This is an optimization exercise on Yosys and OpenROAD, whose aim is small area, a short achievable clock period and few clock cycles, not a production implementation.
RTL that was checked went through simulation tests only; none was proved equivalent to the original.

## tundra
// piecewise_linear_pixel_map_top
module piecewise_linear_pixel_map_top (
	input  logic             clk,
	input  logic             arst_n,
	input  logic             s_tvalid,
	output logic             s_tready,
	input  logic [7:0]       s_tdata,     
	output logic             m_tvalid,
	input  logic             m_tready,
	output logic [7:0]       m_tdata,     
	input  logic             cfg_we,
	input  logic [IDX_W-1:0] cfg_addr,
	input  logic [PT_W-1:0]  cfg_wdata
);
	localparam int LAT   = 7;             
	localparam int QD    = LAT + 2;       
	localparam int CR_W  = $clog2(QD + 1);
	logic [6:1]       nv_q;               
	logic [5:0][PIX_W-1:0] ppos_q, plev_q;
	logic [PT_W-1:0]  cfg_d;
	assign cfg_d = cfg_wdata & {PT_W{arst_n}};
	always_ff @(posedge clk) begin
		if (!arst_n || (cfg_we && cfg_addr == REG_COUNT)) begin
			for (int j = 1; j <= 6; j++) nv_q[j] <= (cfg_d[CNT_W-1:0] >= CNT_W'(j));
		end
		for (int i = 0; i < 6; i++) begin
			if (!arst_n || (cfg_we && cfg_addr == IDX_W'(i + 1))) begin
				ppos_q[i] <= cfg_d[PT_W-1:PIX_W];
				plev_q[i] <= cfg_d[PIX_W-1:0];
			end
		end
	end
	logic              acc, pop, push;
	logic [PIX_W-1:0]  res;
	logic [CR_W-1:0]   cr_q, cr_d;
	logic              rdy_q;
	assign acc      = s_tvalid && rdy_q;
	assign s_tready = rdy_q;
	assign pop      = m_tvalid && m_tready;
	assign cr_d     = cr_q + CR_W'(acc) - CR_W'(pop);
  ...
Size: roughly 2200 cells after synthesis, about 480 flip-flops, ~42 I/O pins.
==> flow/config.mk <==
export PLATFORM = sky130hd
export DESIGN_NAME = piecewise_linear_pixel_map_top
export DESIGN_NICKNAME = piecewise_linear_pixel_map_top
export VERILOG_FILES = /design/flow/design.v
export SDC_FILE = /design/flow/constraint.sdc
export NUM_CORES = 4
export LEC_CHECK = 0
export CAP_MARGIN = 20
export CORE_MARGIN = 2
export CORE_UTILIZATION = 55
export CTS_CLUSTER_DIAMETER = 100
export CTS_CLUSTER_SIZE = 20
export SETUP_SLACK_MARGIN = 5.0
export SLEW_MARGIN = 20
==> flow/constraint.sdc <==
create_clock -name core_clock -period 8.5 [get_ports {clk}]
set_input_delay 1.7000 -clock core_clock [delete_from_list [all_inputs] [get_ports {clk}]]
set_output_delay 1.7000 -clock core_clock [all_outputs]
set_load 0.01 [all_outputs]
run.sh (not shown) runs the stock make flow with config.mk's settings and CLKGATE_MAP_FILE= SYNTH_SCRIPT=/design/flow/synth_recipe.tcl, a recipe that flattens the netlist after the stock synthesis.
tundra | stages: all done | timing, DRC, antenna: all pass
Testbench counts of tundra, summed over its fixed seeds: cycles 131,360.
Inputs modified between tundra and maple:
- CTS_CLUSTER_DIAMETER now 200, was 100
==> comparison <==
tundra -> maple: starting density of the core delta 0, exact match. Total wire length grows slightly when moving from tundra to maple. The lower overall routing resource usage of tundra and maple is in maple. Final-layout worst hold slack delta (maple − tundra): unfavourable. Start point of the critical path = s_tdata[0]: maple; start point of the critical path = s_tdata[4]: tundra. On maple: initial detailed-routing violation count is 7.8% higher than what tundra gave. Against tundra, maple comes in 0.02 ns lower on maximum cell stage delay along the critical path.

* * *

before:
piecewise_linear_pixel_map_top, a different RTL version from the one above (not shown whole).
Size: about 2200 cells after synthesis, ~470 flip-flops, roughly 42 I/O pins.
## piecewise_linear_pixel_map_top
module piecewise_linear_pixel_map_top (
	input  logic             clk,
	input  logic             arst_n,
	input  logic             s_tvalid,
	output logic             s_tready,
	input  logic [7:0]       s_tdata,     
	output logic             m_tvalid,
	input  logic             m_tready,
	output logic [7:0]       m_tdata,     
	input  logic             cfg_we,
	input  logic [IDX_W-1:0] cfg_addr,
	input  logic [PT_W-1:0]  cfg_wdata
);
export LEC_CHECK = 0
export ABC_CLOCK_PERIOD_IN_PS = 3000
export CAP_MARGIN = 20
export CORE_MARGIN = 2
export CORE_UTILIZATION = 55
export SETUP_SLACK_MARGIN = 5.0
export SLEW_MARGIN = 20
create_clock -name core_clock -period 8.5 [get_ports {clk}]
before has completed all stages; timing, DRC and antenna checks passed.
Testbench counts of before, summed over its fixed seeds: cycles 131,368.
## Diff of input files: after against before
-- flow/config.mk --
<<< before, line 8
export ABC_CLOCK_PERIOD_IN_PS = 3000
>>> after, line 8
<<< before, line 11
export CORE_UTILIZATION = 55
export SETUP_SLACK_MARGIN = 5.0
>>> after, line 10
export CORE_UTILIZATION = 40
==> comparison <==
after reports its start point of the critical path as u_dp.dd_q[6][0]$_DFF_P_ while before reports u_dp.ng_q[8]$_DFF_P_. Per the comparison of after with before, area overhead of the layout relative to synthesis lost 7.7 points; wire length lost 840 um; row count picked up an extra 14; buffer share of cell area lost 3.2 points. after against before; final cell count without fillers is up by a few percent.

* * *

RTL: one of the versions met above, not the one the previous note started from.
Size in the first run: roughly 2200 cells after synthesis, about 42 I/O pins, ~24000 um^2 of cells after synthesis.
## piecewise_linear_pixel_map_top
module piecewise_linear_pixel_map_top (
	input  logic             clk,
	input  logic             arst_n,
	input  logic             s_tvalid,
	output logic             s_tready,
	input  logic [7:0]       s_tdata,     
	output logic             m_tvalid,
	input  logic             m_tready,
	output logic [7:0]       m_tdata,     
	input  logic             cfg_we,
	input  logic [IDX_W-1:0] cfg_addr,
	input  logic [PT_W-1:0]  cfg_wdata
);
	localparam int LAT   = 7;             
	localparam int QD    = LAT + 2;       
	localparam int CR_W  = $clog2(QD + 1);
	logic [6:1]       nv_q;               
	logic [5:0][PIX_W-1:0] ppos_q, plev_q;
	logic [PT_W-1:0]  cfg_d;
	assign cfg_d = cfg_wdata & {PT_W{arst_n}};
	always_ff @(posedge clk) begin
		if (!arst_n || (cfg_we && cfg_addr == REG_COUNT)) begin
			for (int j = 1; j <= 6; j++) nv_q[j] <= (cfg_d[CNT_W-1:0] >= CNT_W'(j));
		end
		for (int i = 0; i < 6; i++) begin
			if (!arst_n || (cfg_we && cfg_addr == IDX_W'(i + 1))) begin
  ...
Settings: LEC_CHECK=0, CAP_MARGIN=20, CORE_MARGIN=2, CORE_UTILIZATION=55, CTS_CLUSTER_DIAMETER=150, CTS_CLUSTER_SIZE=16, SETUP_SLACK_MARGIN=5.0, SLEW_MARGIN=20; clock period 8.5 ns.
The starting point went through all stages and came out clean.
Testbench counts at the start, summed over its fixed seeds: cycles 131,360.
==> next run, changes <==
CORE_UTILIZATION = 68   (was 55)
CTS_CLUSTER_DIAMETER = 100   (was 150)
CTS_CLUSTER_SIZE = 20   (was 16)
After rerunning: The changed run passed the timing, design-rule and antenna checks. Setup slack gets worse by 0.16 ns. Wire length is higher by 0.50%. First-iteration DRC count grows by 16%. Maximum frequency shrinks by 4.2%. Core utilization rises by 14 points.
==> next run, changes <==
CORE_UTILIZATION = 55   (was 68)
CTS_CLUSTER_DIAMETER = 80   (was 100)
CTS_CLUSTER_SIZE = 30   (was 20)
Effect: Non-clock buffer count is unchanged; core utilization goes down by 14 points; global-route usage goes down by 5.5 points; clock skew goes up by 0.013 ns; count of clock-buffer cells in the layout goes down by 12; setup slack improves by 0.19 ns; worst hold slack improves by 0.0036 ns.
==> next run, changes <==
CTS_CLUSTER_DIAMETER = 100   (was 80)
CTS_CLUSTER_SIZE = 20   (was 30)
SETUP_SLACK_MARGIN = 4.5   (was 5.0)
Synthesized cell count does not change.
Clock skew fell by 0.012 ns.
Via count fell by 1.8%.
Routed wire length fell by 1.6%.
First-iteration DRC count fell by 11%.

* * *

## run A
Another version of the RTL of piecewise_linear_pixel_map_top (not shown whole).
Size: about 430 flip-flops, ~42 I/O pins.
export LEC_CHECK = 0
export CAP_MARGIN = 20
export CORE_MARGIN = 2
export CORE_UTILIZATION = 55
export CTS_CLUSTER_DIAMETER = 100
export CTS_CLUSTER_SIZE = 20
export SETUP_SLACK_MARGIN = 4.8
export SLEW_MARGIN = 20
create_clock -name core_clock -period 8.5 [get_ports {clk}]
What run B does differently from run A at the input level:
# run A
export LEC_CHECK = 0
export CAP_MARGIN = 20
export CORE_MARGIN = 2
export CORE_UTILIZATION = 55
export CTS_CLUSTER_DIAMETER = 100
export CTS_CLUSTER_SIZE = 20
export SETUP_SLACK_MARGIN = 4.8
export SLEW_MARGIN = 20
create_clock -name core_clock -period 8.5 [get_ports {clk}]
# run B
export LEC_CHECK = 0
export CAP_MARGIN = 20
export CORE_MARGIN = 2
export CORE_UTILIZATION = 50
export CTS_CLUSTER_DIAMETER = 100
export CTS_CLUSTER_SIZE = 20
export PLACE_DENSITY = 0.7
export SETUP_SLACK_MARGIN = 4.8
export SLEW_MARGIN = 20
create_clock -name core_clock -period 8.5 [get_ports {clk}]
Findings:
- Run B: die height 10 um above run A
- Compared with run A, run B shows a lower utilization of the core after routing.
- The first-pass GRT wire length of run B and that of run A are within noise of each other.
- Run B ends up with a endpoint required time on the critical path that is 0.03 ns lower than in run A.
- Number of placed instances with taps included in run B vs run A: up 34
- In run B, half-perimeter wire length after placement is lower than in run A.
- In run B, non-clock buffer count is higher than in run A.
- Run A → run B: global-route usage shrank by 2.7 points.
- From run A to run B, net count after synthesis did not move at all.
--- input diff run B..run C ---
# run B
export LEC_CHECK = 0
export CAP_MARGIN = 20
export CORE_MARGIN = 2
export CORE_UTILIZATION = 50
export CTS_CLUSTER_DIAMETER = 100
export CTS_CLUSTER_SIZE = 20
export PLACE_DENSITY = 0.7
export SETUP_SLACK_MARGIN = 4.8
export SLEW_MARGIN = 20
create_clock -name core_clock -period 8.5 [get_ports {clk}]
# run C
export LEC_CHECK = 0
export CAP_MARGIN = 20
export CORE_MARGIN = 2
export CORE_UTILIZATION = 55
export CTS_CLUSTER_DIAMETER = 100
export CTS_CLUSTER_SIZE = 20
export SETUP_SLACK_MARGIN = 4.65
export SLEW_MARGIN = 20
create_clock -name core_clock -period 8.5 [get_ports {clk}]
==> results.txt <==
Compared with run B, run C shows transition at the pin with the smallest max-transition slack lower by 0.13 ns.
Global-route usage in run C is 2.7 points above run B.
Between run B and run C, global-route wire length before repair decreased.
Relative to run C, the following input files were edited for run D:
# run C
export LEC_CHECK = 0
export CAP_MARGIN = 20
export CORE_MARGIN = 2
export CORE_UTILIZATION = 55
export CTS_CLUSTER_DIAMETER = 100
export CTS_CLUSTER_SIZE = 20
export SETUP_SLACK_MARGIN = 4.65
export SLEW_MARGIN = 20
create_clock -name core_clock -period 8.5 [get_ports {clk}]
# run D
export LEC_CHECK = 0
export CAP_MARGIN = 20
export CORE_MARGIN = 2
export CORE_UTILIZATION = 55
export CTS_CLUSTER_DIAMETER = 100
export CTS_CLUSTER_SIZE = 20
export SETUP_SLACK_MARGIN = 4.9
export SLEW_MARGIN = 20
create_clock -name core_clock -period 8.5 [get_ports {clk}]
### Flow results
Summary — number of vias per cell, run D relative to run C: higher, by 0.64%.
Footprint of the flip-flops and latches: run C vs run D, no meaningful difference
Compared with run C, run D degrades cell area after layout.
[inputs] run E vs run D
# run D
export LEC_CHECK = 0
export CAP_MARGIN = 20
export CORE_MARGIN = 2
export CORE_UTILIZATION = 55
export CTS_CLUSTER_DIAMETER = 100
export CTS_CLUSTER_SIZE = 20
export SETUP_SLACK_MARGIN = 4.9
export SLEW_MARGIN = 20
create_clock -name core_clock -period 8.5 [get_ports {clk}]
# run E
export LEC_CHECK = 0
export CAP_MARGIN = 20
export CORE_MARGIN = 2
export CORE_UTILIZATION = 60
export CTS_CLUSTER_DIAMETER = 90
export CTS_CLUSTER_SIZE = 24
export SETUP_SLACK_MARGIN = 4.8
export SLEW_MARGIN = 20
create_clock -name core_clock -period 8.5 [get_ports {clk}]
### Flow results
Run E against run D: met2 track utilization from global routing picked up an extra 1.9 points, final area fell 0.64%, sequential share of layout area climbed 0.25 points, critical path depth down 3. [compare] base=run D new=run E: cell count dropped 65. Relative to run D, wire length of the first global-routing pass decreased by 3000 um in run E. The lower met3 layer usage reported by global route of run D and run E is in run D.
No run of this note included a check of the RTL's function; only the layout flow was run.

* * *

## red
Another version of the RTL of piecewise_linear_pixel_map_top (not shown whole).
For scale: about 2,300 cells after synthesis, ~42 I/O pins, roughly 0.024 mm2 of cells after synthesis.
==> flow/design.v (excerpt) <==
module piecewise_linear_pixel_map_top (
	input  logic             clk,
	input  logic             arst_n,
	input  logic             s_tvalid,
	output logic             s_tready,
	input  logic [7:0]       s_tdata,     
	output logic             m_tvalid,
	input  logic             m_tready,
	output logic [7:0]       m_tdata,     
	input  logic             cfg_we,
	input  logic [IDX_W-1:0] cfg_addr,
	input  logic [PT_W-1:0]  cfg_wdata
);
Settings: LEC_CHECK=0, CAP_MARGIN=20, CORE_MARGIN=2, CORE_UTILIZATION=55, CTS_CLUSTER_DIAMETER=100, CTS_CLUSTER_SIZE=20, SETUP_SLACK_MARGIN=4.8, SLEW_MARGIN=20; clock period 8.5 ns.
red completed end to end with timing, DRC and antenna clean.
The inputs of blue differ from those of red as listed below.
-- flow/config.mk --
<<< red, line 13
export SETUP_SLACK_MARGIN = 4.8
>>> blue, line 13
export SETUP_SLACK_MARGIN = 5.0
==> results.txt <==
Re met1 global-route usage: red and blue aren't equal, and the lower value belongs to red. Changes observed in blue relative to red: slack of the critical path now sits higher; post-route met1 wirelength now sits higher.
No functional check of the RTL was part of any run of this note.

* * *

Setup of v6:
piecewise_linear_pixel_map_top, a different RTL version from the one above (not shown whole).
For scale: ~2100 cells after synthesis, roughly 450 flip-flops.
clock: 8.5 ns
lec_check: 0
cap_margin: 20
core_margin: 2
core_utilization: 55
setup_slack_margin: 5.0
slew_margin: 20
Per the final summary, v6 finished and its layout is clean on timing, DRC and antenna.
Input changes introduced in v7 (baseline for comparison: v6):
- SETUP_SLACK_MARGIN changed from 5.0 to 4.5
Notes after the runs:
Delta (v7 minus v6): delay of the slowest critical-path stage now sits at about the same level, post-placement worst setup slack now sits lower. Summary: with v6 as the reference, placer's final routability congestion estimate in v7 moved up slightly.
No run of this note included a check of the RTL's function; only the layout flow was run.

* * *

piecewise_linear_pixel_map_top with an RTL version that a note above also has.
Size in the first run: roughly 2200 cells after synthesis, roughly 24000 um2 of cells after synthesis.
Settings: LEC_CHECK=0, CAP_MARGIN=20, CORE_MARGIN=2, CORE_UTILIZATION=55, CTS_CLUSTER_DIAMETER=100, CTS_CLUSTER_SIZE=20, SETUP_SLACK_MARGIN=4.8, SLEW_MARGIN=20; clock period 8.5 ns.
The baseline finished clean.
Testbench counts at the start, summed over its fixed seeds: cycles 131,360.
Edit:
CTS_CLUSTER_DIAMETER = not set   (was 100)
CTS_CLUSTER_SIZE = not set   (was 20)
SETUP_SLACK_MARGIN = 5.0   (was 4.8)
The changed run ran to the end with no violations.
Final cell count is higher by 2.3%.
Sequential cell count does not change.
Worst setup slack improved by 0.049 ns.

## what the ideal ports hide
In the flow no input, the clock included, has a driving cell. The finished layouts below were timed again as built, in two steps.
Step 1 (the two cells are an assumption about what drives the block):
set clk [get_ports {clk}]
set_driving_cell -lib_cell sky130_fd_sc_hd__clkbuf_16 $clk
set_driving_cell -lib_cell sky130_fd_sc_hd__buf_2 [delete_from_list [all_inputs] $clk]
Step 2 moves the port delays by t, midway between the first and last clock arrival at a register: inputs arrive t later, outputs are due t later. That takes back most of the time a late clock gives input paths.
Slacks: ideal / step 1 / step 2; pairs: ideal / step 1.
run	t (ns)	slack for setup (ns)	latest minus earliest clock arrival (ns)
tundra	0.639	4.907 / 4.921 / 4.282	0.022 / 0.022
maple	0.643	4.869 / 4.874 / 4.231	0.019 / 0.019
before	0.645	4.446 / 4.446 / 4.446	0.021 / 0.021
after	0.637	3.648 / 3.648 / 3.648	0.031 / 0.031
the first run of note 3	0.607	4.881 / 4.886 / 4.279	0.050 / 0.051
the second run of note 3	0.627	4.723 / 4.730 / 4.103	0.016 / 0.017
the third run of note 3	0.636	4.908 / 4.908 / 4.316	0.034 / 0.034
the fourth run of note 3	0.644	4.533 / 4.575 / 3.931	0.020 / 0.020
run A	0.631	4.840 / 4.840 / 4.314	0.052 / 0.051
run B	0.634	4.807 / 4.807 / 4.325	0.038 / 0.038
run C	0.629	4.691 / 4.691 / 4.142	0.050 / 0.050
run D	0.637	4.894 / 4.894 / 4.466	0.034 / 0.034
run E	0.635	4.825 / 4.861 / 4.226	0.025 / 0.024
red	0.633	4.656 / 4.656 / 4.307	0.053 / 0.053
blue	0.635	4.868 / 4.868 / 4.392	0.048 / 0.048
v6	0.647	4.530 / 4.530 / 4.530	0.021 / 0.020
v7	0.651	4.453 / 4.453 / 4.328	0.021 / 0.021
the first run of note 7	0.625	4.846 / 4.879 / 4.256	0.027 / 0.027
the second run of note 7	0.635	4.895 / 4.895 / 4.268	0.035 / 0.035
After both steps every run listed still meets setup and hold. For maple, which loses most, drivers alone change the setup slack by +0.005 ns; drivers and shift together by -0.638 ns.
